Context: an optimization exercise on an open-source flow, tuned for small area, a short achievable clock period and few clock cycles per item. The choices shown serve that exercise and are no tape-out recipe.
Function was checked by simulation only, so behaviour that the tests miss may differ from the original.

<file path="flow/flow/run.sh">
#!/bin/bash
# Standard layout, with the timing repair aiming for more setup slack than
# the clock period needs.
set -e
cd "$(dirname "$0")/.."
export SETUP_SLACK_MARGIN=9.2
bash standard.sh > standard.log 2>&1
</file>
<file path="flow/standard.sh">
#!/bin/bash
# synth_recipe.tcl (not shown) runs the flow's synth.tcl, then flattens the netlist and writes it again
# the make line also repeats each setting of config.mk as NAME=value (left out here)
make -C /OpenROAD-flow-scripts/flow DESIGN_CONFIG=/design/flow/config.mk WORK_HOME=/design/flow/orfs CLKGATE_MAP_FILE= SYNTH_SCRIPT=/design/flow/synth_recipe.tcl "${@:-finish}"
</file>
<file path="flow/config.mk">
export PLATFORM = sky130hd
export DESIGN_NAME = fft_top
export DESIGN_NICKNAME = fft_top
export VERILOG_FILES = /design/flow/design.v
export SDC_FILE = /design/flow/constraint.sdc
export NUM_CORES = 4
export LEC_CHECK = 0
export CAP_MARGIN = 20
export CORE_MARGIN = 2
export CORE_UTILIZATION = 60
export SLEW_MARGIN = 20
</file>
<file path="flow/constraint.sdc">
create_clock -name core_clock -period 13.5 [get_ports {i_clk}]
set_input_delay 2.7000 -clock core_clock [delete_from_list [all_inputs] [get_ports {i_clk}]]
set_output_delay 2.7000 -clock core_clock [all_outputs]
set_load 0.01 [all_outputs]
</file>
<file path="flow/design.v">
`default_nettype none
package fft_pkg;
	typedef logic signed [16-1:0] sample_t;
	typedef struct packed {
		sample_t re;
		sample_t im;
	} cpx_t;
	typedef logic [4-1:0] addr_t;
	localparam int LAT = 23;
	localparam int LAT_B = LAT - 16;
endpackage
`default_nettype wire
`default_nettype none
module fft_loader (
	input  logic             i_clk,
	input  logic             i_wr_en,
	input  logic [16-1:0] i_wr_sel,
	input  fft_pkg::sample_t i_in_re,
	input  fft_pkg::sample_t i_in_im,
	input  logic [16-1:0] i_rd_sel,
	output fft_pkg::cpx_t    o_rd_data
);
	logic [2*16-1:0] bank [0:16-1];
	always_ff @(posedge i_clk) begin
		for (int i = 0; i < 16; i++) begin
			if (i_wr_en && i_wr_sel[i]) begin
				bank[i] <= {i_in_re, i_in_im};
			end
		end
	end
	always_comb begin
		o_rd_data = '0;
		for (int i = 0; i < 16; i++) begin
			o_rd_data = o_rd_data | (bank[i] & {2*16{i_rd_sel[i]}});
		end
	end
endmodule
`default_nettype wire
`default_nettype none
module fft_add #(
	parameter int W = 16
) (
	input  logic [W-1:0] i_a,
	input  logic [W-1:0] i_b,
	input  logic         i_c,
	output logic [W-1:0] o_s
);
	logic [W-1:0] h, g, p, gn, pn;
	always_comb begin
		h    = i_a ^ i_b;
		g    = i_a & i_b;
		p    = h;
		g[0] = g[0] | (h[0] & i_c);
		for (int l = 0; l < 5; l++) begin
			if ((1 << l) < W) begin
				gn = g;
				pn = p;
				for (int i = 0; i < W; i++) begin
					if (((i >> l) & 1) == 1) begin
						gn[i] = g[i] | (p[i] & g[((i >> l) << l) - 1]);
						pn[i] = p[i] & p[((i >> l) << l) - 1];
					end
				end
				g = gn;
				p = pn;
			end
		end
		o_s = h ^ {g[W-2:0], i_c};
	end
endmodule
module fft_butterfly #(
	parameter int D = 1
) (
	input  logic          i_clk,
	input  logic          i_adv,
	input  logic          i_hi,
	input  logic          i_swap,
	input  logic          i_neg_re,
	input  logic          i_neg_im,
	input  logic          i_nz_re,
	input  logic          i_nz_im,
	input  fft_pkg::cpx_t i_y,
	output fft_pkg::cpx_t o_out
);
	logic [2*16-1:0] ring [0:D-1];
	fft_pkg::cpx_t lo, sum, diff, ring_in;
	fft_pkg::sample_t q_re, q_im, n_re, n_im;
	logic z_re, z_im, cs_re, cd_re, cs_im, cd_im;
	assign lo = ring[0];
	always_comb begin
		q_re  = i_swap ? i_y.im : i_y.re;
		q_im  = i_swap ? i_y.re : i_y.im;
		z_re  = i_swap ? i_nz_im : i_nz_re;
		z_im  = i_swap ? i_nz_re : i_nz_im;
		n_re  = q_re ^ {16{i_neg_re}};
		n_im  = q_im ^ {16{i_neg_im}};
		cs_re = i_neg_re & ~z_re;
		cd_re = ~i_neg_re | z_re;
		cs_im = i_neg_im & ~z_im;
		cd_im = ~i_neg_im | z_im;
	end
	fft_add #(.W(16)) u_s_re (.i_a(lo.re), .i_b(n_re),  .i_c(cs_re), .o_s(sum.re));
	fft_add #(.W(16)) u_d_re (.i_a(lo.re), .i_b(~n_re), .i_c(cd_re), .o_s(diff.re));
	fft_add #(.W(16)) u_s_im (.i_a(lo.im), .i_b(n_im),  .i_c(cs_im), .o_s(sum.im));
	fft_add #(.W(16)) u_d_im (.i_a(lo.im), .i_b(~n_im), .i_c(cd_im), .o_s(diff.im));
	always_comb begin
		ring_in = i_hi ? diff : i_y;
		o_out   = i_hi ? sum : lo;
	end
	always_ff @(posedge i_clk) begin
		for (int i = 0; i < D - 1; i++) begin
			ring[i] <= ring[i+1];
		end
		ring[D-1] <= i_adv ? ring_in : ring[0];
	end
endmodule
`default_nettype wire
`default_nettype none
module fft_csa #(
	parameter int W = 24
) (
	input  logic [W-1:0] i_a,
	input  logic [W-1:0] i_b,
	input  logic [W-1:0] i_c,
	output logic [W-1:0] o_s,
	output logic [W-1:0] o_c
);
	logic [W-1:0] m;
	assign o_s = i_a ^ i_b ^ i_c;
	assign m   = (i_a & i_b) | (i_a & i_c) | (i_b & i_c);
	assign o_c = {m[W-2:0], 1'b0};
endmodule
module fft_mulw2 (
	input  fft_pkg::cpx_t i_x,
	output logic [23:0]   o_s_re,
	output logic [23:0]   o_c_re,
	output logic [23:0]   o_s_im,
	output logic [23:0]   o_c_im
);
	logic [23:0] u, v;
	logic [23:0] as1, ac1, as2, ac2, as3, ac3, as4, ac4, as5, ac5, as6, ac6, as7, ac7;
	logic [23:0] bs1, bc1, bs2, bc2, bs3, bc3, bs4, bc4, bs5, bc5, bs6, bc6, bs7, bc7, bs8, bc8;
	assign u = {{8{i_x.re[16-1]}}, i_x.re};
	assign v = {{8{i_x.im[16-1]}}, i_x.im};
	fft_csa u_a1 (.i_a(u << 7),  .i_b(u << 5),  .i_c(u << 4),  .o_s(as1), .o_c(ac1));
	fft_csa u_a2 (.i_a(u << 2),  .i_b(u),       .i_c(v << 7),  .o_s(as2), .o_c(ac2));
	fft_csa u_a3 (.i_a(v << 5),  .i_b(v << 4),  .i_c(v << 2),  .o_s(as3), .o_c(ac3));
	fft_csa u_a4 (.i_a(as1),     .i_b(ac1),     .i_c(as2),     .o_s(as4), .o_c(ac4));
	fft_csa u_a5 (.i_a(ac2),     .i_b(as3),     .i_c(ac3),     .o_s(as5), .o_c(ac5));
	fft_csa u_a6 (.i_a(as4),     .i_b(ac4),     .i_c(v),       .o_s(as6), .o_c(ac6));
	fft_csa u_a7 (.i_a(as5),     .i_b(ac5),     .i_c(as6),     .o_s(as7), .o_c(ac7));
	fft_csa u_a8 (.i_a(as7),     .i_b(ac7),     .i_c(ac6),     .o_s(o_s_re), .o_c(o_c_re));
	fft_csa u_b1 (.i_a(v << 7),     .i_b(v << 5),     .i_c(v << 4),     .o_s(bs1), .o_c(bc1));
	fft_csa u_b2 (.i_a(v << 2),     .i_b(v),          .i_c(~(u << 7)),  .o_s(bs2), .o_c(bc2));
	fft_csa u_b3 (.i_a(~(u << 5)),  .i_b(~(u << 4)),  .i_c(~(u << 2)),  .o_s(bs3), .o_c(bc3));
	fft_csa u_b4 (.i_a(bs1),        .i_b(bc1),        .i_c(bs2),        .o_s(bs4), .o_c(bc4));
	fft_csa u_b5 (.i_a(bc2),        .i_b(bs3),        .i_c(bc3),        .o_s(bs5), .o_c(bc5));
	fft_csa u_b6 (.i_a(bs4),        .i_b(bc4),        .i_c(~u),         .o_s(bs6), .o_c(bc6));
	fft_csa u_b7 (.i_a(bs5),        .i_b(bc5),        .i_c(24'd5),      .o_s(bs7), .o_c(bc7));
	fft_csa u_b8 (.i_a(bs6),        .i_b(bc6),        .i_c(bs7),        .o_s(bs8), .o_c(bc8));
	fft_csa u_b9 (.i_a(bs8),        .i_b(bc8),        .i_c(bc7),        .o_s(o_s_im), .o_c(o_c_im));
endmodule
module fft_mulw1 (
	input  fft_pkg::cpx_t i_x,
	output logic [23:0]   o_s_re,
	output logic [23:0]   o_c_re,
	output logic [23:0]   o_s_im,
	output logic [23:0]   o_c_im
);
	logic [23:0] u, v;
	logic [23:0] a0, a1, a2, a3, a4, a5, a6, a7;
	logic [23:0] b0, b1, b2, b3, b4, b5, b6, b7;
	logic [23:0] as1, ac1, as2, ac2, as3, ac3, as4, ac4, as5, ac5;
	logic [23:0] bs1, bc1, bs2, bc2, bs3, bc3, bs4, bc4, bs5, bc5;
	assign u = {{8{i_x.re[16-1]}}, i_x.re};
	assign v = {{8{i_x.im[16-1]}}, i_x.im};
	assign a0 = u << 8;
	assign a1 = ~(u << 4);
	assign a2 = ~(u << 2);
	assign a3 = u;
	assign a4 = v << 6;
	assign a5 = v << 5;
	assign a6 = v << 1;
	assign a7 = 24'd2;
	assign b0 = v << 8;
	assign b1 = ~(v << 4);
	assign b2 = ~(v << 2);
	assign b3 = v;
	assign b4 = ~(u << 6);
	assign b5 = ~(u << 5);
	assign b6 = ~(u << 1);
	assign b7 = 24'd5;
	fft_csa u_a1 (.i_a(a0),  .i_b(a1),  .i_c(a2),  .o_s(as1), .o_c(ac1));
	fft_csa u_a2 (.i_a(a3),  .i_b(a4),  .i_c(a5),  .o_s(as2), .o_c(ac2));
	fft_csa u_a3 (.i_a(as1), .i_b(ac1), .i_c(as2), .o_s(as3), .o_c(ac3));
	fft_csa u_a4 (.i_a(ac2), .i_b(a6),  .i_c(a7),  .o_s(as4), .o_c(ac4));
	fft_csa u_a5 (.i_a(as3), .i_b(ac3), .i_c(as4), .o_s(as5), .o_c(ac5));
	fft_csa u_a6 (.i_a(as5), .i_b(ac5), .i_c(ac4), .o_s(o_s_re), .o_c(o_c_re));
	fft_csa u_b1 (.i_a(b0),  .i_b(b1),  .i_c(b2),  .o_s(bs1), .o_c(bc1));
	fft_csa u_b2 (.i_a(b3),  .i_b(b4),  .i_c(b5),  .o_s(bs2), .o_c(bc2));
	fft_csa u_b3 (.i_a(bs1), .i_b(bc1), .i_c(bs2), .o_s(bs3), .o_c(bc3));
	fft_csa u_b4 (.i_a(bc2), .i_b(b6),  .i_c(b7),  .o_s(bs4), .o_c(bc4));
	fft_csa u_b5 (.i_a(bs3), .i_b(bc3), .i_c(bs4), .o_s(bs5), .o_c(bc5));
	fft_csa u_b6 (.i_a(bs5), .i_b(bc5), .i_c(bc4), .o_s(o_s_im), .o_c(o_c_im));
endmodule
module fft_cpa (
	input  logic [23:0]            i_s,
	input  logic [23:0]            i_c,
	output logic [16-1:0]  o_t,
	output logic                   o_nz
);
	logic [23:0] p;
	fft_add #(.W(24)) u_add (.i_a(i_s), .i_b(i_c), .i_c(1'b0), .o_s(p));
	assign o_t  = p[8 +: 16];
	assign o_nz = |p[7:0];
endmodule
module fft_engine (
	input  logic           i_clk,
	input  logic           i_adv,
	input  fft_pkg::addr_t i_pos_n,
	input  fft_pkg::cpx_t  i_x,
	output fft_pkg::cpx_t  o_y
);
	fft_pkg::addr_t p0, p1, pm2, p2, pm3, p3;
	logic hi0, hi1, rot1, mul2, hi2, rot2, use3, sel3_x, sel3_w1, hi3, rot3, kk3;
	always_comb begin
		p0  = i_pos_n;
		p1  = i_pos_n - fft_pkg::addr_t'(2);
		pm2 = i_pos_n - fft_pkg::addr_t'(5);
		p2  = i_pos_n - fft_pkg::addr_t'(7);
		pm3 = i_pos_n - fft_pkg::addr_t'(13);
		p3  = i_pos_n - fft_pkg::addr_t'(15);
	end
	logic use3_d, swap3_d;
	assign use3_d  = pm3[3] & (pm3[1:0] == 2'd2);
	assign swap3_d = pm3[3] & (pm3[1:0] == 2'd3);
	always_ff @(posedge i_clk) begin
		hi0     <= p0[0];
		hi1     <= p1[1];
		rot1    <= p1[0];
		mul2    <= pm2[2] & pm2[0];
		hi2     <= p2[2];
		rot2    <= p2[1];
		use3    <= use3_d;
		sel3_x  <= ~pm3[3] | (pm3[1:0] == 2'd0);
		sel3_w1 <= pm3[3] & pm3[0];
		hi3     <= p3[3];
		rot3    <= p3[2];
		kk3     <= (p3[1:0] == 2'd3);
	end
	fft_pkg::cpx_t s0_out, r1, s1_out, r2, r2m, s2_out, r3a, r3_d, r3, r3m;
	logic          nz2, nz3_re, nz3_im;
	fft_butterfly #(.D(1)) u_s0 (
		.i_clk (i_clk), .i_adv (i_adv),
		.i_hi (hi0), .i_swap (1'b0), .i_neg_re (1'b0), .i_neg_im (1'b0),
		.i_nz_re (1'b0), .i_nz_im (1'b0),
		.i_y (i_x), .o_out (s0_out)
	);
	always_ff @(posedge i_clk) begin
		if (i_adv) r1 <= s0_out;
	end
	fft_butterfly #(.D(2)) u_s1 (
		.i_clk (i_clk), .i_adv (i_adv),
		.i_hi (hi1), .i_swap (rot1), .i_neg_re (1'b0), .i_neg_im (rot1),
		.i_nz_re (1'b0), .i_nz_im (1'b0),
		.i_y (r1), .o_out (s1_out)
	);
	fft_pkg::cpx_t wx;
	always_ff @(posedge i_clk) begin
		if (i_adv) begin
			r2 <= s1_out;
			wx <= use3_d ? r3_d : s1_out;
		end
	end
	logic [23:0]   w2_s_re, w2_c_re, w2_s_im, w2_c_im;
	fft_mulw2 u_w2 (.i_x (wx), .o_s_re (w2_s_re), .o_c_re (w2_c_re), .o_s_im (w2_s_im), .o_c_im (w2_c_im));
	logic [23:0]   cs2_s_re, cs2_c_re, cs2_s_im, cs2_c_im;
	fft_pkg::cpx_t y2;
	logic          nz2_d, nz2_im_unused;
	always_ff @(posedge i_clk) begin
		if (i_adv) begin
			if (mul2) begin
				cs2_s_re <= w2_s_re;
				cs2_c_re <= w2_c_re;
				cs2_s_im <= w2_s_im;
				cs2_c_im <= w2_c_im;
			end else begin
				cs2_s_re <= {r2.re, 8'd0};
				cs2_c_re <= '0;
				cs2_s_im <= {r2.im, 8'd0};
				cs2_c_im <= '0;
			end
		end
	end
	fft_cpa u_cpa2re (.i_s (cs2_s_re), .i_c (cs2_c_re), .o_t (y2.re), .o_nz (nz2_d));
	fft_cpa u_cpa2im (.i_s (cs2_s_im), .i_c (cs2_c_im), .o_t (y2.im), .o_nz (nz2_im_unused));
	always_ff @(posedge i_clk) begin
		if (i_adv) begin
			r2m <= y2;
			nz2 <= nz2_d;
		end
	end
	fft_butterfly #(.D(4)) u_s2 (
		.i_clk (i_clk), .i_adv (i_adv),
		.i_hi (hi2), .i_swap (rot2), .i_neg_re (1'b0), .i_neg_im (rot2),
		.i_nz_re (nz2), .i_nz_im (1'b0),
		.i_y (r2m), .o_out (s2_out)
	);
	always_comb begin
		r3_d.re = swap3_d ? r3a.im : r3a.re;
		r3_d.im = swap3_d ? r3a.re : r3a.im;
	end
	always_ff @(posedge i_clk) begin
		if (i_adv) begin
			r3a <= s2_out;
			r3  <= r3_d;
		end
	end
	logic [23:0]   w1_s_re, w1_c_re, w1_s_im, w1_c_im;
	logic [23:0]   cs3_s_re, cs3_c_re, cs3_s_im, cs3_c_im;
	fft_pkg::cpx_t y3;
	logic          nz3_re_d, nz3_im_d;
	fft_mulw1 u_w1 (.i_x (r3), .o_s_re (w1_s_re), .o_c_re (w1_c_re), .o_s_im (w1_s_im), .o_c_im (w1_c_im));
	always_ff @(posedge i_clk) begin
		if (i_adv) begin
			if (sel3_x) begin
				cs3_s_re <= {r3.re, 8'd0};
				cs3_c_re <= '0;
				cs3_s_im <= {r3.im, 8'd0};
				cs3_c_im <= '0;
			end else if (sel3_w1) begin
				cs3_s_re <= w1_s_re;
				cs3_c_re <= w1_c_re;
				cs3_s_im <= w1_s_im;
				cs3_c_im <= w1_c_im;
			end else begin
				cs3_s_re <= w2_s_re;
				cs3_c_re <= w2_c_re;
				cs3_s_im <= w2_s_im;
				cs3_c_im <= w2_c_im;
			end
		end
	end
	fft_cpa u_cpa3re (.i_s (cs3_s_re), .i_c (cs3_c_re), .o_t (y3.re), .o_nz (nz3_re_d));
	fft_cpa u_cpa3im (.i_s (cs3_s_im), .i_c (cs3_c_im), .o_t (y3.im), .o_nz (nz3_im_d));
	always_ff @(posedge i_clk) begin
		if (i_adv) begin
			r3m    <= y3;
			nz3_re <= nz3_re_d;
			nz3_im <= nz3_im_d;
		end
	end
	fft_butterfly #(.D(8)) u_s3 (
		.i_clk (i_clk), .i_adv (i_adv),
		.i_hi (hi3), .i_swap (rot3),
		.i_neg_re (rot3 & kk3), .i_neg_im (rot3 | kk3),
		.i_nz_re (nz3_re), .i_nz_im (nz3_im),
		.i_y (r3m), .o_out (o_y)
	);
endmodule
`default_nettype wire
`default_nettype none
module fft_unloader (
	input  logic             i_clk,
	input  logic             i_arst_n,
	input  logic             i_push,
	input  fft_pkg::cpx_t    i_data,
	input  logic             i_last,
	output logic             o_skid_full_next,
	output logic             o_out_valid,
	input  logic             i_out_ready,
	output fft_pkg::sample_t o_out_re,
	output fft_pkg::sample_t o_out_im,
	output logic             o_out_last
);
	logic          skid_v, skid_last, head_last;
	fft_pkg::cpx_t skid_d, head_d;
	logic          pop, hold;
	logic          head_v_n, skid_v_n;
	assign pop  = o_out_valid & i_out_ready;
	assign hold = o_out_valid & ~i_out_ready;
	always_comb begin
		if (hold) begin
			head_v_n = 1'b1;
			skid_v_n = skid_v | i_push;
		end else begin
			head_v_n = skid_v | i_push;
			skid_v_n = 1'b0;
		end
	end
	assign o_skid_full_next = skid_v_n;
	always_ff @(posedge i_clk or negedge i_arst_n) begin
		if (!i_arst_n) begin
			o_out_valid <= 1'b0;
			skid_v      <= 1'b0;
		end else begin
			o_out_valid <= head_v_n;
			skid_v      <= skid_v_n;
		end
	end
	always_ff @(posedge i_clk) begin
		if (hold) begin
			if (i_push) begin
				skid_d    <= i_data;
				skid_last <= i_last;
			end
		end else if (skid_v) begin
			head_d    <= skid_d;
			head_last <= skid_last;
		end else if (i_push) begin
			head_d    <= i_data;
			head_last <= i_last;
		end
	end
	assign o_out_re   = head_d.re;
	assign o_out_im   = head_d.im;
	assign o_out_last = head_last;
endmodule
`default_nettype wire
`default_nettype none
module fft_top (
	input  logic             i_clk,
	input  logic             i_arst_n,
	input  logic             i_in_valid,
	output logic             o_in_ready,
	input  fft_pkg::sample_t i_in_re,
	input  fft_pkg::sample_t i_in_im,
	output logic             o_out_valid,
	input  logic             i_out_ready,
	output fft_pkg::sample_t o_out_re,
	output fft_pkg::sample_t o_out_im,
	output logic             o_out_last
);
	localparam fft_pkg::addr_t LAST = fft_pkg::addr_t'(16 - 1);
	localparam fft_pkg::addr_t LB   = fft_pkg::addr_t'(fft_pkg::LAT_B);
	localparam fft_pkg::addr_t EARLY = fft_pkg::addr_t'(10);
	fft_pkg::addr_t wcnt;
	logic           wpar;
	logic           avail;      
	logic           in_rdy;
	fft_pkg::addr_t pos;        
	logic           rpar;
	logic           adv;        
	logic [2:0]     sc;         
	logic           cur_data;   
	logic           ft_a, ft_b, ft_c;  
	logic           skid_full_next;
	fft_pkg::addr_t ra_n;       
	logic [16-1:0] rsel, rsel_n;  
	logic           take, wdone, boundary, data_now, rdone, start, early, have;
	fft_pkg::addr_t pos_rev;
	logic           push;
	fft_pkg::addr_t wcnt_n, pos_n;
	logic           wpar_n, rpar_n, avail_n, cur_data_n;
	logic           ft_a_n, ft_b_n, ft_c_n;
	logic [2:0]     sc_n;
	logic           active_n, adv_n, reading_n, in_rdy_n, empty;
	logic           av0, av1, adv0, adv1, rdy0, rdy1;
	fft_pkg::addr_t wa_n;
	logic [16-1:0] wsel, wsel_n;  
	logic           ev, ev_n, ex_last, ex_last_n;
	always_comb begin
		take     = i_in_valid & in_rdy;
		wdone    = take & (wcnt == LAST);
		boundary = (pos == '0);
		early = ~avail & (wcnt >= EARLY);
		for (int i = 0; i < 4; i++) begin
			pos_rev[i] = pos[4-1-i];
		end
		have     = avail | (wcnt > pos_rev);
		data_now = (boundary ? (avail | early) : cur_data) & have;
		rdone    = adv & data_now & (pos == LAST);
		start    = adv & boundary;
		wcnt_n     = wcnt + fft_pkg::addr_t'(take);
		wpar_n     = wpar ^ wdone;
		rpar_n     = rpar ^ rdone;
		avail_n    = wdone | (avail & ~rdone);
		pos_n      = pos + fft_pkg::addr_t'(adv);
		cur_data_n = adv ? data_now : cur_data;
		ft_a_n     = cur_data_n;
		ft_b_n     = start ? ft_a  : ft_b;
		ft_c_n     = start ? ft_b  : ft_c;
		push = adv & ev;
		if (pos_n == '0 || pos_n >= LB) begin
			ev_n = ft_b_n;
		end else begin
			ev_n = ft_c_n;
		end
		ex_last_n = ((pos_n - LB) == LAST);
		empty = boundary & ~ft_a & ~ft_b;
		if (adv || empty) begin
			sc_n = '0;
		end else begin
			sc_n = sc + 3'd1;
		end
		reading_n = (pos_n == '0) ? av0 : cur_data_n;
		av0  = avail & ~rdone;
		av1  = (wcnt == LAST) | av0;
		adv0 = ((pos_n != '0) | av0 | ft_a_n | ft_b_n | (wcnt >= EARLY))
			& ~skid_full_next & (sc_n == '0);
		adv1 = ((pos_n != '0) | av1 | ft_a_n | ft_b_n | ((wcnt + 4'd1) >= EARLY))
			& ~skid_full_next & (sc_n == '0);
		rdy0 = ~av0 | (reading_n & ((pos_n > wcnt) | ((pos_n == wcnt) & adv0)));
		rdy1 = ~av1 | (((pos_n == '0) ? av1 : cur_data_n)
			& ((pos_n > (wcnt + 4'd1)) | ((pos_n == (wcnt + 4'd1)) & adv1)));
		adv_n    = take ? adv1 : adv0;
		in_rdy_n = take ? rdy1 : rdy0;
		for (int i = 0; i < 4; i++) begin
			ra_n[i] = rpar_n ? pos_n[i] : pos_n[4-1-i];
			wa_n[i] = wpar_n ? wcnt_n[4-1-i] : wcnt_n[i];
		end
		for (int i = 0; i < 16; i++) begin
			wsel_n[i] = (wa_n == fft_pkg::addr_t'(i));
			rsel_n[i] = (ra_n == fft_pkg::addr_t'(i));
		end
	end
	always_ff @(posedge i_clk or negedge i_arst_n) begin
		if (!i_arst_n) begin
			wcnt     <= '0;
			wpar     <= 1'b0;
			rpar     <= 1'b0;
			avail    <= 1'b0;
			pos      <= '0;
			cur_data <= 1'b0;
			ft_a     <= 1'b0;
			ft_b     <= 1'b0;
			ft_c     <= 1'b0;
			sc       <= '0;
			adv      <= 1'b0;
			in_rdy   <= 1'b0;
			rsel     <= 16'(1);
			wsel     <= 16'(1);
			ev       <= 1'b0;
			ex_last  <= 1'b0;
		end else begin
			wcnt     <= wcnt_n;
			wpar     <= wpar_n;
			rpar     <= rpar_n;
			avail    <= avail_n;
			pos      <= pos_n;
			cur_data <= cur_data_n;
			ft_a     <= ft_a_n;
			ft_b     <= ft_b_n;
			ft_c     <= ft_c_n;
			sc       <= sc_n;
			adv      <= adv_n;
			in_rdy   <= in_rdy_n;
			rsel     <= rsel_n;
			wsel     <= wsel_n;
			ev       <= ev_n;
			ex_last  <= ex_last_n;
		end
	end
	assign o_in_ready = in_rdy;
	fft_pkg::cpx_t rd_data, pipe_out;
	fft_loader u_loader (
		.i_clk    (i_clk),
		.i_wr_en  (take),
		.i_wr_sel (wsel),
		.i_in_re  (i_in_re),
		.i_in_im  (i_in_im),
		.i_rd_sel (rsel),
		.o_rd_data(rd_data)
	);
	fft_engine u_engine (
		.i_clk (i_clk),
		.i_adv (adv),
		.i_pos_n (pos_n),
		.i_x   (rd_data),
		.o_y   (pipe_out)
	);
	fft_unloader u_unloader (
		.i_clk            (i_clk),
		.i_arst_n         (i_arst_n),
		.i_push           (push),
		.i_data           (pipe_out),
		.i_last           (ex_last),
		.o_skid_full_next (skid_full_next),
		.o_out_valid      (o_out_valid),
		.i_out_ready      (i_out_ready),
		.o_out_re         (o_out_re),
		.o_out_im         (o_out_im),
		.o_out_last       (o_out_last)
	);
endmodule
`default_nettype wire
</file>
==> results of run 1 <==
[worst max-delay path by stage]
stage / from / endpoint / slack [ns] / cells past startpoint
floorplan: adv$_DFF_PN0_ / u_engine.wx[14]$_DFFE_PP_ / 7.88 / 9
global placement: i_in_valid / wsel[7]$_DFF_PN0_ / 8.44 / 11
detailed placement: i_in_valid / wsel[7]$_DFF_PN0_ / 8.39 / 11
CTS: rsel[0]$_DFF_PN1_ / u_engine.u_s0.ring[0][31]$_DFFE_PP_ / 9.20 / 15
global route: rsel[3]$_DFF_PN0_ / u_engine.u_s0.ring[0][31]$_DFFE_PP_ / 9.12 / 16
finish: rsel[5]$_DFF_PN0_ / u_engine.u_s0.ring[0][31]$_DFFE_PP_ / 9.24 / 15
[flip-flops by register name, summed over array words and instances (netlist names), 24 cells and up]
register,cells
u_engine.cs2_s_re,24
u_engine.cs3_s_im,24
u_engine.cs3_s_re,24
u_engine.r1,32
u_engine.r2,32
u_engine.r2m,32
u_engine.r3,32
u_engine.r3a,32
u_engine.r3m,32
u_engine.u_s0.ring,32
u_engine.u_s1.ring,64
u_engine.u_s2.ring,128
u_engine.u_s3.ring,256
u_engine.wx,32
u_loader.bank,512
u_unloader.head_d,32
u_unloader.skid_d,32
[cells by family (layout without fill, tap and decap cells)]
logic type	count (synthesis)	after routing	share of synthesized area, %
xor gates and xnor gates	278	278	3.10
AOI/OAI and AO/OA	969	969	8.28
other	0	5	0
and+or+nand+nor	1029	1029	6.19
adders and majority gates	999	999	20.7
DFF	1531	1531	52.4
muxes	370	370	5.03
buffers and inverters	879	1209	4.22
[what timing repair did]
action,in CTS,in global routing
pin swaps,4,6
gates cloned,2,0
endpoints found under the setup margin,163,104
setup buffers,51,58
gates resized for setup,91,36
[stage by stage]
| step | area, um^2 | hold WS, ns |
|---|---|---|
| final | 87900 | 0.281 |
| after global routing | 87900 | 0.287 |
| after CTS | 87200 | 0.273 |
| after detailed placement | 81200 | 0.312 |
| after global placement | 81200 | 0.310 |
| after floorplan | 78800 | 0.310 |
[cell usage after synthesis, drive strengths merged (177+ instances only)]
| master | number |
|---|---|
| edfxtp | 1019 |
| mux2 | 193 |
| a21oi | 275 |
| mux2i | 177 |
| a22oi | 179 |
| nor2 | 426 |
| inv | 679 |
| fa | 502 |
| ha | 497 |
| xnor2 | 202 |
| dfxtp | 457 |
[metal layers]
layer	wire (um)	GRT usage, %	share of wire [%]
met1	79000	38.1	41
met2	96200	50.0	50
met3	10300	4.67	5.4
met4	7530	11.0	3.9
met5	124	0	0.064
[worst register-to-register path, cell delays in order (launching register included)]
cell	delay, ns
dfrtp_1	0.35
buf_6	0.40
a221oi_1	0.16
nand4_1	0.28
ha_1	0.21
inv_1	0.05
fa_1	0.43
nor2b_1	0.17
o21ai_1	0.24
a311oi_2	0.20
o41ai_2	0.32
nor4_1	0.08
or3_1	0.42
o22ai_1	0.18
mux2_2	0.37
xor2_1	0.14
[layout make-up]
type                            count  area [um^2]  area share (%)
Tap cell                         1742         2180            2.48
Timing Repair Buffer              231         2150            2.45
Clock inverter                     86          973            1.11
Timing Repair inverter              1         5.00         0.00570
Antenna cell                        5         12.5          0.0142
Clock buffer                      209         4430            5.04
Multi-Input combinational cell   3645        34400            39.1
Inverter                          682         2580            2.93
Sequential cell                  1531        41200            46.8
==> flow_summary.ini, run 1 <==
[floorplanning]
die-area_um2 = 134000
placementRows = 132
chipWidth_um = 366
coreArea_um2 = 130000
initial_core_util_pct = 60.5
io_pins = 71
die_height_um = 366

[clock_tree]
clk_latency_ns = 0.79
cts_sinks = 1531
clkTransAtPathRegs_ns = 0.06
cts_tree = done
h-tree-depth = 4
ctsLongestPathBuffers = 3
holdBufCountCts = 0
cts-root-buf = clkbuf_16
cts_made_buffers = 158

[timing]
setup_ws_ns = 9.24
rsz0062_at_grt = true
setup_violations = 0
fin_crit_sh_pct = 31.6
fin_crit_ns = 4.26
tns_ns = 0
hold_violations = 0
clock.fmax_ghz = 0.235
maxSlewViolCount = 0
maxSlewHeadroom_pct = 25.0
worst_pin_slew_ns = 1.13
fin_worst_skew_ns = 0.0499

[place]
place.gp.congestion = 0.892
post-place-ws_ns = 8.39
dp_hpwl_um = 132000
place_inst = 7719
io_buffers = 70

[critical_path]
critPathBufInv = 2
slowest_stage = fa_1
r2r_start = rsel[5]$_DFF_PN0_
arrival_ns = 4.77
worstPathRequired_ns = 14.01
r2r_end = u_engine.u_s0.ring[0][31]$_DFFE_PP_
rr_worst_depth = 15
crit_path_end_kind = register
path_cells = buf_6, a221oi_1, nand4_1, ha_1, inv_1, fa_1, nor2b_1, o21ai_1, a311oi_2, o41ai_2, nor4_1, or3_1, o22ai_1, mux2_2, xor2_1
rrSetupSlack_ns = 9.24
critPathTopFamily = compound AO/OA/AOI/OAI gates
start_kind = register
cp_max_fo = 32
crit_type = register to register
max_stage_delay_ns = 0.43

[synthesis]
ys_seq_area_share_pct = 52.4
ys_ff_latch = 1531
synth_nets = 7090
avgSynthCellArea_um2 = 13.0
syn_area_um2 = 78400
yosysTopAreaCell = edfxtp_1
async_reset_ff_share_pct = 3.59
ys_warn_count = 15
synth-edff-count = 1019
synth_flop_cell = edfxtp_1
netlist_instances = 6055
yosysTopAreaCellShare_pct = 39.0
synthTopCellsByArea = edfxtp_1 (39%), fa_1 (13%), dfxtp_1 (12%)
netlist-cell-type-count = 77

[finish]
syn_to_final_growth_pct = 12.0
fillers = 9381
layout.nets = 7285
final_core_util_pct = 67.8
final_cell_mix = edfxtp_1 (1019), inv_1 (671), fa_1 (502), ha_1 (491), dfxtp_1 (449)
final_common_cell = edfxtp_1
final_cells = 8132
drive_gt1_share_pct = 11.4

[route]
firstDrtPassIters = 5
wirelength_um = 193000
drt-vias-per-instance = 5.73
wl_per_cell_um = 23.8
drc = 0
drtAntennaViolNets = 0
drt_iter0_markers = 3517
vias = 46600

[job]
maxCapViolations = 0

[status]
status = finished clean

[global_route]
grt_pass1_wl_um = 289000
grt_pass1_vias = 46400
grt_max_degree = 161
antenna_found_initial = 17
grt-ovfl-total = 0
gr-usage-all-layers_pct = 29.4

[worst_hold_path]
holdPathEnd = u_engine.u_s2.ring[2][22]$_DFF_P_
hold_path_depth = 0
hp-start = u_engine.u_s2.ring[3][22]$_DFF_P_
hold_path.class = register to register
Testbench counts, summed over its fixed seeds: cycles 1,296, frames 64.
==> run 2, diff against run 1 <==
--- a/flow/flow/run.sh
+++ b/flow/flow/run.sh
@@ -5,3 +5,3 @@
 cd "$(dirname "$0")/.."
-export SETUP_SLACK_MARGIN=9.2
+export SETUP_SLACK_MARGIN=9.5
 bash standard.sh > standard.log 2>&1
--- a/flow/config.mk
+++ b/flow/config.mk
@@ -7,5 +7,6 @@
 export LEC_CHECK = 0
+export ABC_AREA = 1
 export CAP_MARGIN = 20
 export CORE_MARGIN = 2
-export CORE_UTILIZATION = 60
+export CORE_UTILIZATION = 50
 export SLEW_MARGIN = 20
==> run 2 against run 1 <==
Compared with the run above:
- still clean on timing, DRC and antenna
- die area up 22%
- final area grew 3.4%
- final cell count rose by 22%
- largest cell class unchanged
- highest routed layer unchanged
==> flow_summary.ini, run 2 <==
[critical_path]
worstSetupStartpoint = u_unloader.head_d[9]$_DFFE_PP_
slowest_stage = edfxtp_1
critPathTopFamily = flip-flops
rr_worst_depth = 11
worstPathRequired_ns = 10.80
max_stage_delay_ns = 0.41
crit_path_end_kind = primary output
rrSetupSlack_ns = 9.46
critical_path_cell_count = 1
r2r_start = u_engine.wx[4]$_DFFE_PP_
arrival_ns = 1.40
crit_type = register to primary output
critPathBufInv = 1
crit_path_end = o_out_im[9]
start_kind = register
r2r_end = u_engine.cs3_s_im[9]$_DFFE_PP_
cp_max_fo = 1
path_cells = buf_2

[floorplanning]
chipWidth_um = 404
coreArea_um2 = 159000
io_pins = 71
initial_core_util_pct = 50.5
placementRows = 146
die-area_um2 = 163000
die_height_um = 404

[global_route]
grt-ovfl-total = 0
grt_max_degree = 131
antenna_found_initial = 8
gr-usage-all-layers_pct = 25.5
grt_pass1_vias = 53400
grt_pass1_wl_um = 316000

[clock_tree]
cts_tree = done
cts_sinks = 1531
clkTransAtPathRegs_ns = 0.06
ctsLongestPathBuffers = 3
holdBufCountCts = 0
clk_latency_ns = 0.83
cts_made_buffers = 163
h-tree-depth = 4
cts-root-buf = clkbuf_16

[synthesis]
synthAdderAreaFrac_pct = 20.3
async_reset_ff_share_pct = 3.59
synth.most_common_cell = nand2_1
synth_xor_area_share_pct = 1.94
synth_commonest_cells = nand2_1 (1456), inv_1 (1083), edfxtp_1 (1019)
synthSimpleGateAreaFrac_pct = 12.0
ys_warn_count = 15
synth-edff-count = 1019
synth_nets = 8496
synth_flop_cell = edfxtp_1
yosysTopAreaCellShare_pct = 38.2
synthTopCellsByArea = edfxtp_1 (38%), fa_1 (13%), dfxtp_1 (11%)
syn_area_um2 = 80100
ys_ff_latch = 1531
muxShareOfSynthArea_pct = 0.0141
avgSynthCellArea_um2 = 10.7
yosysTopAreaCell = edfxtp_1
ys_seq_area_share_pct = 51.3
netlist_instances = 7461
netlist-cell-type-count = 56
synth_compound_area_share_pct = 8.12
synth_top_family_by_area = adder cells

[route]
wl_per_cell_um = 20.8
firstDrtPassIters = 6
vias = 52900
wirelength_um = 206000
drt_iter0_markers = 3704
drt-vias-per-instance = 5.35
drc = 0
drtAntennaViolNets = 0

[worst_hold_path]
hold_path.class = register to register

[timing]
fin_crit_sh_pct = 30.4
tns_ns = 0
rsz0062_at_grt = true
hold_violations = 0
fin_worst_skew_ns = 0.0598
maxSlewHeadroom_pct = 26.9
maxSlewViolCount = 0
setup_ws_ns = 9.40
clock.fmax_ghz = 0.244
fin_crit_ns = 4.10
worst_pin_slew_ns = 1.10
setup_violations = 0

[place]
dp_hpwl_um = 140000
place.gp.congestion = 0.886
post-place-ws_ns = 8.40
io_buffers = 70
place_inst = 9436

[finish]
drive_gt1_share_pct = 10.4
reg_top3 = u_loader.bank (512), u_engine.u_s3.ring (256), u_engine.u_s2.ring (128)
final_common_cell = nand2_1
fillers = 13300
regMostFlops = u_loader.bank
largest_reg_flops = 512
final_cell_mix = nand2_1 (1416), inv_1 (1046), edfxtp_1 (1019), ha_1 (492), fa_1 (479)
layout.nets = 8710
final_cells = 9894
multi_input_area_um2 = 34800
final-seq-area_um2 = 41200
syn_to_final_growth_pct = 13.5

[job]
maxCapViolations = 0

[status]
status = finished clean
run 2: cell types whose count changed in the layout (fill, tap and decap cells not counted), moves of 69 or more:
cell,before,now
o21ai_0,105,315
inv_1,671,1046
a22oi_1,177,12
o21ai_1,11,89
mux2_2,192,1
nand3_1,71,296
mux2i_1,177,0
a22o_1,47,116
nand2_1,155,1416
xnor2_1,199,60
run 2: what timing repair did:
| item | in CTS | in global routing |
|---|---|---|
| endpoints found under the setup margin | 338 | 160 |
| pin swaps | 21 | 89 |
| buffers inserted | 91 | 53 |
| gates resized for setup | 235 | 145 |
| cloned | 0 | 1 |
run 2: how the worst min path moves through the flow:
stage,slack [ns],startpoint,cells past startpoint,end
floorplan,0.31,u_engine.u_s1.ring[1][0]$_DFF_P_,0,u_engine.u_s1.ring[0][0]$_DFF_P_
global placement,0.31,u_engine.u_s3.ring[5][26]$_DFF_P_,0,u_engine.u_s3.ring[4][26]$_DFF_P_
detailed placement,0.31,u_engine.u_s2.ring[3][26]$_DFF_P_,0,u_engine.u_s2.ring[2][26]$_DFF_P_
CTS,0.29,u_engine.u_s3.ring[3][1]$_DFF_P_,0,u_engine.u_s3.ring[2][1]$_DFF_P_
global route,0.30,u_engine.u_s3.ring[6][1]$_DFF_P_,0,u_engine.u_s3.ring[5][1]$_DFF_P_
finish,0.29,u_engine.u_s3.ring[3][1]$_DFF_P_,0,u_engine.u_s3.ring[2][1]$_DFF_P_
run 2: cell type report:
class                      count  share of cell area [%]
sequential                  1531                    45.3
timing repair buffer         283                    2.75
clock buffer                 215                    5.01
antenna                        6                  0.0165
multi-input combinational   4606                    38.3
clock inverter                91                    1.22
tap                         2072                    2.85
inverter                    1090                    4.57
run 2: logic make-up (layout without fill, tap and decap cells):
group	count (synthesis)	count (layout)
other	0	6
buffers and inverters	1324	1679
AOI/OAI and AO/OA	1070	1070
adders and majority gates	999	999
muxes	1	1
and+or+nand+nor	2359	2359
DFF	1531	1531
xor gates and xnor gates	177	177
run 2: layer usage:
layer / GRT usage [%] / part of all wire (%)
met1: 32.4 / 41
met2: 43.7 / 49
met3: 3.86 / 5.7
met4: 9.76 / 3.9
met5: 0 / 0.018
run 2: per-stage QoR:
| step | area (um^2) | hold slack [ns] | utilization (%) |
|---|---|---|---|
| detailed placement | 83400 | 0.312 | 52.6 |
| finish | 90900 | 0.288 | 57.3 |
| floorplan | 80700 | 0.310 | - |
| global route | 90900 | 0.299 | 57.3 |
| global placement | 83400 | 0.310 | 52.6 |
| CTS | 90000 | 0.288 | 56.7 |
==> run 3, diff against run 2 <==
--- a/flow/config.mk
+++ b/flow/config.mk
@@ -7,3 +7,2 @@
 export LEC_CHECK = 0
-export ABC_AREA = 1
 export CAP_MARGIN = 20
==> run 3 against run 2 <==
Compared with the run above:
- largest cell class unchanged
- worst hold slack improved by 0.016 ns
- core utilization increased by 0.52 points
- global-route usage decreased by 0.31 points
- critical path depth unchanged
- via count decreased by 10%
- register-to-register slack improved by 0.07 ns
- final area decreased by 0.83%
==> flow_summary.ini, run 3 <==
[critical_path]
worstSetupStartpoint = u_unloader.head_d[15]$_DFFE_PP_
critPathBufInv = 1
path_cells = buf_2
critPathTopFamily = flip-flops
crit_path_end = o_out_im[15]
slowest_stage = edfxtp_1
start_kind = register
max_stage_delay_ns = 0.42
crit_type = register to primary output
critical_path_cell_count = 1
r2r_end = u_engine.cs2_s_re[8]$_DFFE_PP_
crit_path_end_kind = primary output
r2r_start = u_engine.wx[22]$_DFFE_PP_
rr_worst_depth = 12
cp_max_fo = 1
worstPathRequired_ns = 10.80
rrSetupSlack_ns = 9.53
arrival_ns = 1.38

[synthesis]
yosysTopAreaCell = edfxtp_1
syn_area_um2 = 78400
synth.most_common_cell = edfxtp_1
avgSynthCellArea_um2 = 13.0
yosysTopAreaCellShare_pct = 39.0
synth-edff-count = 1019
synthTopCellsByArea = edfxtp_1 (39%), fa_1 (13%), dfxtp_1 (12%)
netlist_instances = 6055
ys_seq_area_share_pct = 52.4
synth_nets = 7090
ys_warn_count = 15
synth_flop_cell = edfxtp_1
async_reset_ff_share_pct = 3.59
netlist-cell-type-count = 77
ys_ff_latch = 1531
synth_commonest_cells = edfxtp_1 (1019), inv_1 (678), fa_1 (502)

[timing]
maxSlewViolCount = 0
clock.fmax_ghz = 0.245
rsz0062_at_grt = true
worst_pin_slew_ns = 1.16
fin_worst_skew_ns = 0.0466
setup_violations = 0
hold_violations = 0
maxSlewHeadroom_pct = 22.5
fin_crit_ns = 4.08
tns_ns = 0
fin_crit_sh_pct = 30.2

[finish]
regMostFlops = u_loader.bank
final_common_cell = edfxtp_1
layout.nets = 7384
syn_to_final_growth_pct = 14.9
reg_top3 = u_loader.bank (512), u_engine.u_s3.ring (256), u_engine.u_s2.ring (128)
drive_gt1_share_pct = 15.4
final_cell_mix = edfxtp_1 (1019), inv_1 (638), ha_1 (483), fa_1 (477), dfxtp_1 (448)
largest_reg_flops = 512
fin_area_um2 = 90200

[floorplanning]
die-area_um2 = 160000
io_pins = 71
die_height_um = 400
placementRows = 145
initial_core_util_pct = 50.3
coreArea_um2 = 156000
chipWidth_um = 400

[global_route]
grt_pass1_vias = 47400
grt_pass1_wl_um = 300000
antenna_found_initial = 11
gr-usage-all-layers_pct = 25.1
grt_max_degree = 159
grt-ovfl-total = 0

[route]
drc = 0
wirelength_um = 202000
firstDrtPassIters = 6
drt_iter0_markers = 3869
drt-vias-per-instance = 5.56
wl_per_cell_um = 23.6
drtAntennaViolNets = 0
vias = 47500

[place]
place.gp.congestion = 0.887
dp_hpwl_um = 131000
dpl_cell_area_um2 = 81700
io_buffers = 70

[clock_tree]
clk_latency_ns = 0.82
cts_tree = done
cts-root-buf = clkbuf_16
ctsLongestPathBuffers = 3
clkTransAtPathRegs_ns = 0.06
h-tree-depth = 4
cts_sinks = 1531
cts_made_buffers = 165

[job]
maxCapViolations = 0

[status]
status = finished clean

[worst_hold_path]
hold_path.class = register to register
==> run 3: cell count changes in the layout (fill, tap and decap cells not counted), moves of 163 or more <==
cell     delta
mux2i_1   +174
o21ai_0   -245
inv_1     -408
nand2_1  -1261
mux2_2    +187
a22oi_1   +163
nand3_1   -227
==> run 3: worst register-to-register path, stage by stage (launching register included) <==
cell	delay, ns
edfxtp_1	0.51
buf_4	0.19
buf_4	0.14
inv_2	0.10
fa_1	0.45
fa_1	0.49
inv_1	0.05
fa_1	0.52
inv_1	0.05
fa_1	0.43
inv_1	0.09
fa_2	0.47
mux2_2	0.27
==> run 3: cells by family (layout without fill, tap and decap cells) <==
kind of cell               after synthesis  count (layout)  share of synthesized area, %
adders and majority gates              999             999                          20.7
xor gates and xnor gates               278             278                          3.10
AOI/OAI and AO/OA                      969             969                          8.28
buffers and inverters                  879            1313                          4.22
muxes                                  370             370                          5.03
DFF                                   1531            1531                          52.4
other                                    0               3                             0
and+or+nand+nor                       1029            1029                          6.19
==> run 3: how the worst min path moves through the flow <==
stage / startpoint / end / slack (ns) / cells past startpoint
2_1_floorplan: u_engine.u_s1.ring[1][0]$_DFF_P_ / u_engine.u_s1.ring[0][0]$_DFF_P_ / 0.31 / 0
3_3_place_gp: u_engine.u_s3.ring[5][25]$_DFF_P_ / u_engine.u_s3.ring[4][25]$_DFF_P_ / 0.31 / 0
3_5_place_dp: u_engine.u_s1.ring[1][12]$_DFF_P_ / u_engine.u_s1.ring[0][12]$_DFF_P_ / 0.31 / 0
4_1_cts: u_engine.u_s1.ring[1][14]$_DFF_P_ / u_engine.u_s1.ring[0][14]$_DFF_P_ / 0.31 / 0
5_1_grt: u_engine.u_s1.ring[1][14]$_DFF_P_ / u_engine.u_s1.ring[0][14]$_DFF_P_ / 0.31 / 0
6_report: u_engine.u_s1.ring[1][14]$_DFF_P_ / u_engine.u_s1.ring[0][14]$_DFF_P_ / 0.30 / 0
==> run 3: layout make-up <==
type | instances | area (um^2)
repair inverters | 1 | 5.00
multi-input cells | 3645 | 34900
repair buffers | 323 | 3280
well taps | 2058 | 2570
inverters | 682 | 2600
flip-flops and latches | 1531 | 41200
diodes | 3 | 7.51
clock inverters | 84 | 932
fillers | 12500 | 65900
clock buffers | 223 | 4660
==> run 3: layer usage <==
metal	global-route usage [%]	routed length, um	up-vias	part of all wire, %
met5	0	59	-	0.029
met4	6.94	5430	10	2.7
met3	4.66	13600	300	6.7
met2	40.9	96000	1442	48
met1	34.7	86800	24000	43
li1	-	-	21800	-
==> run 3: per-stage QoR <==
step                      hold slack, ns  utilization, %  instances  setup WS [ns]
final                              0.304            57.8       8550           9.42
after global routing               0.306            57.8       8547           9.34
after CTS                          0.307            57.0       8471           9.32
after detailed placement           0.312            52.4       8036           8.45
after global placement             0.310            52.3       8033           8.38
after floorplan                    0.310               -       6055           7.88
==> run 3: timing repair <==
action | CTS | global route
pin swaps | 34 | 87
setup buffers | 118 | 68
resized for setup | 294 | 144
hold buffers | 0 | 0
setup endpoints to repair | 452 | 156
gates cloned | 10 | 6
==> run 4, diff against run 3 <==
--- a/flow/config.mk
+++ b/flow/config.mk
@@ -10,2 +10,4 @@
 export CORE_UTILIZATION = 50
+export CTS_CLUSTER_DIAMETER = 100
+export CTS_CLUSTER_SIZE = 24
 export SLEW_MARGIN = 20
==> run 4 against run 3 <==
Compared with the run above:
- still clean
- die area is the same
- critical path depth up 11
- flip-flop and latch count unchanged
- non-clock buffer count grew 9
- via count decreased by 1.8%
- register-to-register slack worse by 0.05 ns
- sequential share of layout area up 1.6 points
- first-iteration DRC count decreased by 0.13%
- core utilization decreased by 2.0 points
- critical path type is now register to register
- highest routed layer unchanged
==> flow_summary.ini, run 4 <==
[status]
status = finished clean

[finish]
reg_top3 = u_loader.bank (512), u_engine.u_s3.ring (256), u_engine.u_s2.ring (128)
regMostFlops = u_loader.bank
final_cell_mix = edfxtp_1 (1019), inv_1 (627), ha_1 (482), fa_1 (475), dfxtp_1 (448)
drive_gt1_share_pct = 13.7
final_common_cell = edfxtp_1
layout.nets = 7304
final_core_util_pct = 55.8
final_cells = 8383
syn_to_final_growth_pct = 11.1
largest_reg_flops = 512

[worst_hold_path]
hold_path.class = register to register

[synthesis]
yosysTopAreaCellShare_pct = 39.0
synthSimpleGateAreaFrac_pct = 6.19
synth_xor_area_share_pct = 3.10
netlist_instances = 6055
synth_commonest_cells = edfxtp_1 (1019), inv_1 (678), fa_1 (502)
synth_flop_cell = edfxtp_1
ys_seq_area_share_pct = 52.4
muxShareOfSynthArea_pct = 5.03
synth-edff-count = 1019
async_reset_ff_share_pct = 3.59
ys_warn_count = 15
synth_nets = 7090
syn_area_um2 = 78400
yosysTopAreaCell = edfxtp_1
ys_ff_latch = 1531
synth.most_common_cell = edfxtp_1
netlist-cell-type-count = 77
synth_top_family_by_area = adder cells
avgSynthCellArea_um2 = 13.0
synth_compound_area_share_pct = 8.28
synthTopCellsByArea = edfxtp_1 (39%), fa_1 (13%), dfxtp_1 (12%)
synthAdderAreaFrac_pct = 20.7

[clock_tree]
cts_sinks = 1531
cts_tree = done
h-tree-depth = 3
clkTransAtPathRegs_ns = 0.10
holdBufCountCts = 0
cts_made_buffers = 77
ctsLongestPathBuffers = 3
clk_latency_ns = 0.74
cts-root-buf = clkbuf_16

[floorplanning]
initial_core_util_pct = 50.3
die_height_um = 400
chipWidth_um = 400
coreArea_um2 = 156000
placementRows = 145
die-area_um2 = 160000
io_pins = 71

[timing]
maxSlewViolCount = 0
clock.fmax_ghz = 0.249
setup_ws_ns = 9.48
rsz0062_at_grt = true
maxSlewHeadroom_pct = 23.8
fin_crit_ns = 4.02
fin_worst_skew_ns = 0.0502
setup_violations = 0
fin_crit_sh_pct = 29.8
worst_pin_slew_ns = 1.14
hold_violations = 0
tns_ns = 0

[critical_path]
rr_worst_depth = 12
r2r_end = u_engine.cs3_s_re[10]$_DFFE_PP_
rrSetupSlack_ns = 9.48
crit_path_end = u_engine.cs3_s_re[10]$_DFFE_PP_
critical_path_cell_count = 12
worstSetupStartpoint = u_engine.wx[22]$_DFFE_PP_
arrival_ns = 4.57
crit_type = register to register
critPathTopFamily = adder cells
crit_path_end_kind = register
critPathBufInv = 5
path_cells = buf_6, fa_1, inv_2, fa_1, inv_2, fa_1, inv_2, fa_1, inv_2, fa_2, mux2i_1, o21ai_0
cp_max_fo = 4
worstPathRequired_ns = 14.05
start_kind = register
max_stage_delay_ns = 0.61
slowest_stage = fa_2
r2r_start = u_engine.wx[22]$_DFFE_PP_

[route]
drc = 0
drtAntennaViolNets = 0
vias = 46600
firstDrtPassIters = 5
drt_iter0_markers = 3864
wl_per_cell_um = 23.8
drt-vias-per-instance = 5.56
wirelength_um = 200000

[global_route]
grt-ovfl-total = 0
antenna_found_initial = 12
gr-usage-all-layers_pct = 24.8
grt_pass1_vias = 46400
grt_pass1_wl_um = 296000
grt_max_degree = 159

[place]
dp_hpwl_um = 131000
place_inst = 8036
post-place-ws_ns = 8.45
io_buffers = 70
place.gp.congestion = 0.887

[job]
maxCapViolations = 0
[run 4: worst min path at each step]
stage	from	end	cells after the start
after floorplan	u_engine.u_s1.ring[1][0]$_DFF_P_	u_engine.u_s1.ring[0][0]$_DFF_P_	0
after global placement	u_engine.u_s3.ring[5][25]$_DFF_P_	u_engine.u_s3.ring[4][25]$_DFF_P_	0
after detailed placement	u_engine.u_s1.ring[1][12]$_DFF_P_	u_engine.u_s1.ring[0][12]$_DFF_P_	0
after CTS	u_engine.u_s3.ring[6][25]$_DFF_P_	u_engine.u_s3.ring[5][25]$_DFF_P_	0
after global routing	u_engine.u_s3.ring[2][13]$_DFF_P_	u_engine.u_s3.ring[1][13]$_DFF_P_	0
final	u_engine.u_s3.ring[6][25]$_DFF_P_	u_engine.u_s3.ring[5][25]$_DFF_P_	0
[run 4: area by class of cell]
class,instances,area [um^2]
Fill cell,12700,68900
Timing Repair Buffer,332,3430
Inverter,682,2610
Clock inverter,18,277
Multi-Input combinational cell,3645,35000
Tap cell,2058,2570
Clock buffer,115,2070
Sequential cell,1531,41200
Antenna cell,2,5.00
[run 4: worst register-to-register path, stage by stage (launching register included)]
cell and delay, ns:
edfxtp_1 0.53, buf_6 0.19, fa_1 0.52, inv_2 0.04, fa_1 0.51, inv_2 0.05, fa_1 0.55, inv_2 0.04
fa_1 0.49, inv_2 0.05, fa_2 0.61, mux2i_1 0.08, o21ai_0 0.20
[run 4: timing repair]
action,in CTS,in global routing
buffers inserted,113,79
hold endpoints to repair,0,0
pin swaps,34,80
gates cloned,12,6
resized for setup,294,163
setup endpoints to repair,501,161
[run 4: per-layer routing]
layer  GRT usage, %  vias up  routed length (um)
met1           34.8    23600               86800
met5              0        -                  66
met3           4.02      263               12700
met2           40.5     1311               94400
li1               -    21500                   -
met4           6.13       10                5710
[run 4: per-stage QoR]
step | hold WS [ns] | instance area [um^2]
after CTS | 0.319 | 85800
after global placement | 0.310 | 81600
after floorplan | 0.310 | 79000
after detailed placement | 0.312 | 81700
final | 0.321 | 87100
after global routing | 0.331 | 87100
[run 4: cell families (layout without fill, tap and decap cells)]
| group | Yosys count | in the layout |
|---|---|---|
| buf+inv | 879 | 1147 |
| mux | 370 | 370 |
| other cells | 0 | 2 |
| xor+xnor | 278 | 278 |
| simple gates | 1029 | 1029 |
| fa+ha+maj | 999 | 999 |
| compound gates | 969 | 969 |
| flops | 1531 | 1531 |
==> run 5, diff against run 4 <==
--- a/flow/config.mk
+++ b/flow/config.mk
@@ -11,3 +11,3 @@
 export CTS_CLUSTER_DIAMETER = 100
-export CTS_CLUSTER_SIZE = 24
+export CTS_CLUSTER_SIZE = 20
 export SLEW_MARGIN = 20
==> run 5 against run 4 <==
Compared with the run above:
- non-clock buffer count decreased by 10
- first-iteration DRC count increased by 4.6%
- via count is 0.45% higher
- final area grew 0.23%
- setup slack worse by 0.030 ns
- highest routed layer unchanged
==> flow_summary.ini, run 5 <==
[status]
status = finished clean

[route]
drc = 0
vias = 46900
drt_iter0_markers = 4040
wirelength_um = 200000
drtAntennaViolNets = 0
firstDrtPassIters = 6
wl_per_cell_um = 23.8
drt-vias-per-instance = 5.58

[place]
place.gp.congestion = 0.887
io_buffers = 70
dpl_cell_area_um2 = 81700
dp_hpwl_um = 131000
post-place-ws_ns = 8.45

[timing]
clock.fmax_ghz = 0.247
worst_pin_slew_ns = 1.15
fin_crit_ns = 4.05
maxSlewViolCount = 0
hold_violations = 0
fin_worst_skew_ns = 0.0613
tns_ns = 0
rsz0062_at_grt = true
setup_ws_ns = 9.45
maxSlewHeadroom_pct = 23.3
setup_violations = 0
fin_crit_sh_pct = 30.0

[critical_path]
slowest_stage = edfxtp_1
arrival_ns = 1.35
cp_max_fo = 1
path_cells = buf_2
rr_worst_depth = 11
crit_type = register to primary output
crit_path_end_kind = primary output
worstPathRequired_ns = 10.80
critical_path_cell_count = 1
critPathBufInv = 1
max_stage_delay_ns = 0.43
critPathTopFamily = flip-flops
start_kind = register

[clock_tree]
cts_sinks = 1531
clk_latency_ns = 0.76
cts-root-buf = clkbuf_16
h-tree-depth = 3
cts_made_buffers = 88
ctsLongestPathBuffers = 3
cts_tree = done
clkTransAtPathRegs_ns = 0.08
holdBufCountCts = 0

[global_route]
grt_max_degree = 159
antenna_found_initial = 10
grt-ovfl-total = 0
gr-usage-all-layers_pct = 24.8
grt_pass1_vias = 46500
grt_pass1_wl_um = 296000

[synthesis]
synth-edff-count = 1019
synth_flop_cell = edfxtp_1
yosysTopAreaCellShare_pct = 39.0
ys_seq_area_share_pct = 52.4
avgSynthCellArea_um2 = 13.0
ys_ff_latch = 1531
syn_area_um2 = 78400
synth_commonest_cells = edfxtp_1 (1019), inv_1 (678), fa_1 (502)
async_reset_ff_share_pct = 3.59
synthTopCellsByArea = edfxtp_1 (39%), fa_1 (13%), dfxtp_1 (12%)
yosysTopAreaCell = edfxtp_1
netlist-cell-type-count = 77
synth_nets = 7090
synth.most_common_cell = edfxtp_1
ys_warn_count = 15
netlist_instances = 6055

[worst_hold_path]
hold_path.class = register to register
hold_path_depth = 0

[floorplanning]
initial_core_util_pct = 50.3
die-area_um2 = 160000
chipWidth_um = 400
coreArea_um2 = 156000
die_height_um = 400
placementRows = 145
io_pins = 71

[finish]
drive_gt1_share_pct = 13.3
final_common_cell = edfxtp_1
fin_area_um2 = 87300
regMostFlops = u_loader.bank
final_cell_mix = edfxtp_1 (1019), inv_1 (648), ha_1 (483), fa_1 (480), dfxtp_1 (448)
syn_to_final_growth_pct = 11.3
largest_reg_flops = 512
reg_top3 = u_loader.bank (512), u_engine.u_s3.ring (256), u_engine.u_s2.ring (128)
layout.nets = 7305
final_core_util_pct = 56.0

[job]
maxCapViolations = 0
## run 5: cell counts after synthesis
Identical to the previous run, type by type.
## run 5: area by class of cell
type                            instances  area [um^2]
Sequential cell                      1531        41200
Fill cell                           12700        68700
Antenna cell                            2         5.00
Clock inverter                         14          231
Clock buffer                          138         2450
Inverter                              682         2600
Timing Repair Buffer                  322         3320
Multi-Input combinational cell       3645        35000
Tap cell                             2058         2570
## run 5: cell families after synthesis
family                     share of synthesized area, %
DFF                                                52.4
and+or+nand+nor                                    6.19
adders and majority gates                          20.7
AOI/OAI and AO/OA                                  8.28
buffers and inverters                              4.22
muxes                                              5.03
xor gates and xnor gates                           3.10
## run 5: path summary, 6_finish.rpt
kind,start,to,slack (ns)
min in group asynchronous,i_arst_n,in_rdy$_DFF_PN0_,2.08
worst max register to register,u_engine.wx[25]$_DFFE_PP_,u_engine.cs2_s_re[16]$_DFFE_PP_,9.47
worst max-delay path,u_unloader.head_d[15]$_DFFE_PP_,o_out_im[15],9.45
worst min-delay path,u_engine.u_s3.ring[2][30]$_DFF_P_,u_engine.u_s3.ring[1][30]$_DFF_P_,0.32
max in group asynchronous,i_arst_n,adv$_DFF_PN0_,10.88
worst min register to register,u_engine.u_s3.ring[2][30]$_DFF_P_,u_engine.u_s3.ring[1][30]$_DFF_P_,0.32
## run 5: timing repair
action / 4_1_cts / 5_1_grt
pin swaps: 29 / 80
buffers inserted: 110 / 74
gates cloned: 10 / 7
setup endpoints to repair: 499 / 159
gates resized for setup: 288 / 140
## run 5: metal layers
| layer | wire (um) | global-route usage (%) | vias to the layer above |
|---|---|---|---|
| met5 | 89 | 0 | - |
| met4 | 5670 | 6.12 | 14 |
| met3 | 12200 | 3.60 | 272 |
| met2 | 94500 | 40.4 | 1293 |
| met1 | 87500 | 35.0 | 23800 |
| li1 | - | - | 21500 |
## run 5: metrics by stage
stage	instances	hold WS [ns]
finish	8392	0.321
global route	8390	0.327
floorplan	6055	0.310
detailed placement	8036	0.312
CTS	8308	0.316
global placement	8033	0.310

==> re-timing with driven ports <==
In the flow no input, the clock included, has a driving cell. The finished layouts below were timed again as built, in two steps. Step 1 assumes that a clkbuf_16 drives the clock port and a buf_2 every other input. Step 2, shift: input delay + t, output delay - t, t = (earliest + latest rising clock arrival at the registers) / 2. This alone moves slack from input paths to output paths. Slacks: ideal ports / drivers / drivers and shift; pairs: ideal ports / drivers.
run	shift t [ns]	setup slack, ns	hold WS [ns]	worst setup path after step 2
run 1	0.853	9.238 / 9.205 / 8.724	0.281 / 0.281 / 0.281	input to register
run 2	0.887	9.397 / 9.314 / 8.777	0.288 / 0.288 / 0.288	input to register
run 3	0.873	9.419 / 9.344 / 8.970	0.304 / 0.304 / 0.304	input to register
run 4	0.786	9.483 / 9.414 / 8.990	0.321 / 0.321 / 0.321	input to register
run 5	0.809	9.453 / 9.374 / 8.974	0.321 / 0.321 / 0.321	input to register
After both steps setup and hold are still met in every run listed. The setup slack of run 2, which loses most, moves by -0.083 ns with the drivers and by -0.620 ns with both steps.
